Source: an optimization exercise on an open RTL-to-GDS flow (aim: small area, a short achievable clock period and few clock cycles per item). Production flows keep margins and buffers that such runs may drop. Where RTL was checked, it was by simulation tests only, not by an equivalence proof against the original.

// ycbcr420_to_rgb_flip_core
module ycbcr420_to_rgb_flip_core
#(
	parameter int MAX_WIDTH  = 2048,
	parameter int MAX_HEIGHT = 2048
) (
	input  logic        clk,
	input  logic        arst_n,
	input  logic        wr_en,
	input  logic [1:0]  wr_index,
	input  logic [12:0] wr_data,
	input  logic        s_tvalid,
	output logic        s_tready,
	input  logic [47:0] s_tdata,
	output logic        m_tvalid,
	input  logic        m_tready,
	output logic [71:0] m_tdata,
	output logic        m_tlast,
	output logic        m_tuser
);
Size: ~260 flip-flops, ~0.021 mm^2 of cells after synthesis.
export LEC_CHECK = 0
export CAP_MARGIN = 20
export CORE_MARGIN = 2
export CORE_UTILIZATION = 40
export CTS_BUF_LIST = sky130_fd_sc_hd__clkbuf_4
export CTS_CLUSTER_SIZE = 40
export SLEW_MARGIN = 20
create_clock -name core_clock -period 11.0 [get_ports {clk}]
standard.sh (not shown) runs the stock make flow with config.mk's settings and CLKGATE_MAP_FILE= SYNTH_SCRIPT=/design/flow/synth_recipe.tcl, a recipe that flattens the netlist after the stock synthesis.
==> flow/flow/run.sh <==
#!/bin/bash
# The standard layout, with repair_timing aiming below the clock period
# (setup margin) so the critical paths are sized and buffered, and the port
# buffers made from the smallest buffer cell (repair sizes them up as needed).
set -euo pipefail
bash standard.sh SETUP_SLACK_MARGIN=7.0 "BUFFER_PORTS_ARGS=-buffer_cell sky130_fd_sc_hd__buf_1" finish > make.log 2>&1
The first run passed the timing, DRC and antenna checks.
Change:
- CTS_BUF_LIST: sky130_fd_sc_hd__clkbuf_4 -> sky130_fd_sc_hd__clkbuf_8
- CTS_CLUSTER_SIZE: 40 -> default
=> The changed run ran to the end with no violations. Design area fell by 0.51%. First-iteration DRC count decreases by 6.6%. Critical path depth goes down by 1. Worst hold slack is better by 10 ps. Non-clock buffer count drops by 13. Die area is unchanged.
No functional check of the RTL was part of any run of this note.

Setup of job 1416:
ycbcr420_to_rgb_flip_core, a different RTL version from the one above (not shown whole).
Size: roughly 2000 cells after synthesis, roughly 260 flip-flops, about 140 I/O pins, about 20000 um2 of cells after synthesis.
clock: 11.0 ns
lec_check: 0
cap_margin: 20
core_margin: 2
core_utilization: 40
cts_buf_list: sky130_fd_sc_hd__clkbuf_8
slew_margin: 20
Scripts as last shown in full above: flow/flow/run.sh
Job 1416 was carried through to the last stage, and its layout satisfied the timing, DRC and antenna checks.
Testbench counts of job 1416, summed over its fixed seeds: cycles 19,304, items 9,600.
#### Input delta (job 8233 over job 1416)
-- flow/config.mk --
<<< job 1416, line 11
export CTS_BUF_LIST = sky130_fd_sc_hd__clkbuf_8
export SLEW_MARGIN = 20
>>> job 8233, line 11
export CTS_BUF_LIST = sky130_fd_sc_hd__clkbuf_8
export CTS_CLUSTER_DIAMETER = 100
export CTS_CLUSTER_SIZE = 12
export SLEW_MARGIN = 20
## What came out
Job 1416 → job 8233: first-pass GRT wire length dropped 1.5%, core utilization dropped 0.84 points.
Final worst hold slack across job 8233 and job 1416: no real change.
Compared with job 1416, job 8233 shows a area growth from synthesis to layout that is 2.1 points lower.
Number of fill cells (job 8233 vs. job 1416) increases slightly
### job 8233 -> job 4561
-- flow/config.mk --
<<< job 8233, line 11
export CTS_BUF_LIST = sky130_fd_sc_hd__clkbuf_8
export CTS_CLUSTER_DIAMETER = 100
export CTS_CLUSTER_SIZE = 12
export SLEW_MARGIN = 20
>>> job 4561, line 11
export CTS_BUF_LIST = sky130_fd_sc_hd__clkbuf_8
export CTS_CLUSTER_SIZE = 16
export SLEW_MARGIN = 20
Notes after the runs:
- Job 4561 vs job 8233 on setup slack: job 4561 is the higher one.
- | fraction of the cycle the final worst path needs | job 4561 vs job 8233 | 0.21 points lower |
- Wire length delta for job 4561 relative to job 8233: 600 um higher
- The lower number of levels in the clock H-tree came out of job 8233.
- In job 4561 relative to job 8233, highest clock frequency the design can meet had gone up slightly.
Input changes introduced in job 1111 (baseline for comparison: job 4561):
-- flow/flow/run.sh --
<<< job 4561, line 5
set -euo pipefail
bash standard.sh SETUP_SLACK_MARGIN=7.0 "BUFFER_PORTS_ARGS=-buffer_cell sky130_fd_sc_hd__buf_1" finish > make.log 2>&1
>>> job 1111, line 5
set -euo pipefail
bash standard.sh SETUP_SLACK_MARGIN=6.8 "BUFFER_PORTS_ARGS=-buffer_cell sky130_fd_sc_hd__buf_1" finish > make.log 2>&1
-- flow/config.mk --
<<< job 4561, line 11
export CTS_BUF_LIST = sky130_fd_sc_hd__clkbuf_8
export CTS_CLUSTER_SIZE = 16
export SLEW_MARGIN = 20
>>> job 1111, line 11
export CTS_BUF_LIST = sky130_fd_sc_hd__clkbuf_8
export SLEW_MARGIN = 20
### Flow results
Detailed-route wire length in job 1111 is 0.78% lower than in job 4561. Layout multi-input combinational cell count came out exactly the same in job 1111 and job 4561. Job 1111 has post-CTS resize count below what job 4561 had.
## Diff of input files: job 7294 against job 1111
-- flow/flow/run.sh --
<<< job 1111, line 5
set -euo pipefail
bash standard.sh SETUP_SLACK_MARGIN=6.8 "BUFFER_PORTS_ARGS=-buffer_cell sky130_fd_sc_hd__buf_1" finish > make.log 2>&1
>>> job 7294, line 5
set -euo pipefail
bash standard.sh SETUP_SLACK_MARGIN=7.0 "BUFFER_PORTS_ARGS=-buffer_cell sky130_fd_sc_hd__buf_1" finish > make.log 2>&1
-- flow/config.mk --
<<< job 1111, line 9
export CORE_MARGIN = 2
export CORE_UTILIZATION = 40
export CTS_BUF_LIST = sky130_fd_sc_hd__clkbuf_8
export SLEW_MARGIN = 20
>>> job 7294, line 9
export CORE_MARGIN = 2
export CORE_UTILIZATION = 55
export CTS_BUF_LIST = sky130_fd_sc_hd__clkbuf_8
export CTS_CLUSTER_DIAMETER = 100
export CTS_CLUSTER_SIZE = 12
export SLEW_MARGIN = 20
### Flow results
- The die outline area number comes out higher for job 1111 vs job 7294.
- Job 7294 vs job 1111 — number of clock-tree buffers in the layout dropped 39.
- The cell type of the slowest stage on the worst timing path comes out fa_1 in one run and fa_2 in the other, namely in job 1111 and job 7294 respectively.
- NOTE: final worst hold slack in job 7294 exceeds that of job 1111
- Job 7294 packs its core more tightly than job 1111.
- Delta (job 7294 minus job 1111): combined area of the multi-input logic cells went up by 280 um2, met3 wire length shrank by about 28%.
- Pin slew with the least headroom to its limit | job 7294 above job 1111
- Top routing layer in use: met4 -> job 1111, met5 -> job 7294
- Final design area excluding fillers went down by a few percent going from job 1111 to job 7294.
- Count of flip-flops with a built-in enable after synthesis came out exactly the same in job 7294 and job 1111.
Changes in job 5238 relative to job 7294:
-- flow/config.mk --
<<< job 7294, line 9
export CORE_MARGIN = 2
export CORE_UTILIZATION = 55
export CTS_BUF_LIST = sky130_fd_sc_hd__clkbuf_8
export CTS_CLUSTER_DIAMETER = 100
export CTS_CLUSTER_SIZE = 12
export SLEW_MARGIN = 20
>>> job 5238, line 9
export CORE_MARGIN = 2
export CORE_UTILIZATION = 40
export CTS_BUF_LIST = sky130_fd_sc_hd__clkbuf_8
export CTS_CLUSTER_DIAMETER = 80
export CTS_CLUSTER_SIZE = 10
export SLEW_MARGIN = 20
Notes after the runs:
- Taking job 7294 as the reference, in job 5238 portion of netlist area occupied by mux cells shows no meaningful change.
- Starting utilization of the core area: job 5238 < job 7294
- When job 5238 is measured against job 7294, its sequential cell area share turns out 0.38 points lower.
- Row area of the die: job 5238 higher / job 7294 lower
- Compared to job 7294, job 5238 has global-route met2 utilization 14 points lower.
- Of job 7294 and job 5238, the run reporting the lower setup slack was job 7294.

Setup of build 42:
Another version of the RTL of ycbcr420_to_rgb_flip_core (not shown whole).
Size in the first run: ~2100 cells after synthesis, ~21000 µm² of cells after synthesis.
Settings: LEC_CHECK=0, CAP_MARGIN=20, CORE_MARGIN=2, CORE_UTILIZATION=40, SLEW_MARGIN=20; clock period 11.0 ns.
==> flow/flow/run.sh <==
#!/bin/bash
# The standard layout, with repair_timing aiming below the clock period
# (setup margin) so the critical paths are sized and buffered, and the port
# buffers made from the smallest buffer cell (repair sizes them up as needed).
set -euo pipefail
bash standard.sh SETUP_SLACK_MARGIN=7.0 "BUFFER_PORTS_ARGS=-buffer_cell sky130_fd_sc_hd__buf_1" finish > make.log 2>&1
--- input diff build 42..build 55 ---
- setting CTS_BUF_LIST to sky130_fd_sc_hd__clkbuf_8 for the first time
Notes after the runs:
Build 55: all stages complete, timing, DRC and antenna checks passed. Build 42 has completed all stages; timing, DRC and antenna checks passed. [build 55 vs build 42] worst setup slack: higher in build 55. Between build 42 and build 55, the difference in final critical-path share of the clock period is negligible. Global-route usage over all layers essentially unchanged between build 42 and build 55.
## Diff of input files: build 80 against build 55
- CTS_BUF_LIST removed (was sky130_fd_sc_hd__clkbuf_8)
--- a/flow/flow/run.sh
+++ b/flow/flow/run.sh
@@ -5,2 +5,2 @@
 set -euo pipefail
-bash standard.sh SETUP_SLACK_MARGIN=7.0 "BUFFER_PORTS_ARGS=-buffer_cell sky130_fd_sc_hd__buf_1" finish > make.log 2>&1
+bash standard.sh SETUP_SLACK_MARGIN=7.3 "BUFFER_PORTS_ARGS=-buffer_cell sky130_fd_sc_hd__buf_1" finish > make.log 2>&1
==> comparison <==
Worst endpoint required time | build 80 below build 55
Build 80 vs build 55 — post-layout minimum cycle time rose 0.081 ns.
Higher fraction of the cycle the final worst path needs was reported by build 80, not build 55.
Compared with build 55, in build 80 post-synthesis to final-layout area growth has increased, clock-buffer cell count has decreased, total met2 wirelength after detailed routing has increased.
Function was not checked in any run of this note: the RTL went through the layout flow alone.

afterwards: timing with drivers on the ports:
Ports are ideal in the flow. The routed layouts listed here were re-timed in OpenROAD.
Step 1 assumes that a clkbuf_16 drives the clock port and a buf_2 every other input.
Step 2 adds t to the input delays and takes it off the output delays; t is the mean of the earliest and latest rising clock arrival at the registers after step 1. Input paths then give back, and output paths get back, about the clock's delay inside the block.
a / b / c = no drivers / after step 1 / after step 2; a / b = the first two.
| run | t, ns | setup slack, ns | hold slack, ns | worst register clock-pin slew, ns | worst data-port slew with drivers (ns) |
|---|---|---|---|---|---|
| the first run of note 1 | 0.836 | 6.869 / 6.869 / 6.423 | 0.469 / 0.469 / 0.469 | 0.07 / 0.07 | 0.05 |
| the second run of note 1 | 0.673 | 6.891 / 6.891 / 6.484 | 0.479 / 0.479 / 0.479 | 0.07 / 0.07 | 0.05 |
| job 1416 | 0.670 | 6.994 / 6.994 / 6.556 | 0.480 / 0.480 / 0.480 | 0.07 / 0.07 | 0.06 |
| job 8233 | 0.653 | 6.972 / 6.972 / 6.539 | 0.483 / 0.483 / 0.483 | 0.10 / 0.10 | 0.07 |
| job 4561 | 0.670 | 6.994 / 6.994 / 6.556 | 0.480 / 0.480 / 0.480 | 0.07 / 0.07 | 0.06 |
| job 1111 | 0.673 | 6.905 / 6.905 / 6.543 | 0.476 / 0.476 / 0.476 | 0.07 / 0.07 | 0.06 |
| job 7294 | 0.661 | 6.902 / 6.902 / 6.537 | 0.485 / 0.485 / 0.485 | 0.11 / 0.11 | 0.05 |
| job 5238 | 0.684 | 6.952 / 6.952 / 6.528 | 0.482 / 0.482 / 0.482 | 0.09 / 0.09 | 0.06 |
| build 42 | 0.640 | 6.780 / 6.780 / 6.566 | 0.486 / 0.486 / 0.486 | 0.07 / 0.07 | 0.06 |
| build 55 | 0.679 | 6.785 / 6.785 / 6.503 | 0.485 / 0.485 / 0.485 | 0.07 / 0.07 | 0.06 |
| build 80 | 0.595 | 6.704 / 6.704 / 6.704 | 0.477 / 0.477 / 0.477 | 0.06 / 0.06 | 0.04 |
After both steps setup and hold are still met in every run listed. For the first run of note 1, which loses most, drivers alone change the setup slack by 0.000 ns; drivers and shift together by -0.446 ns.
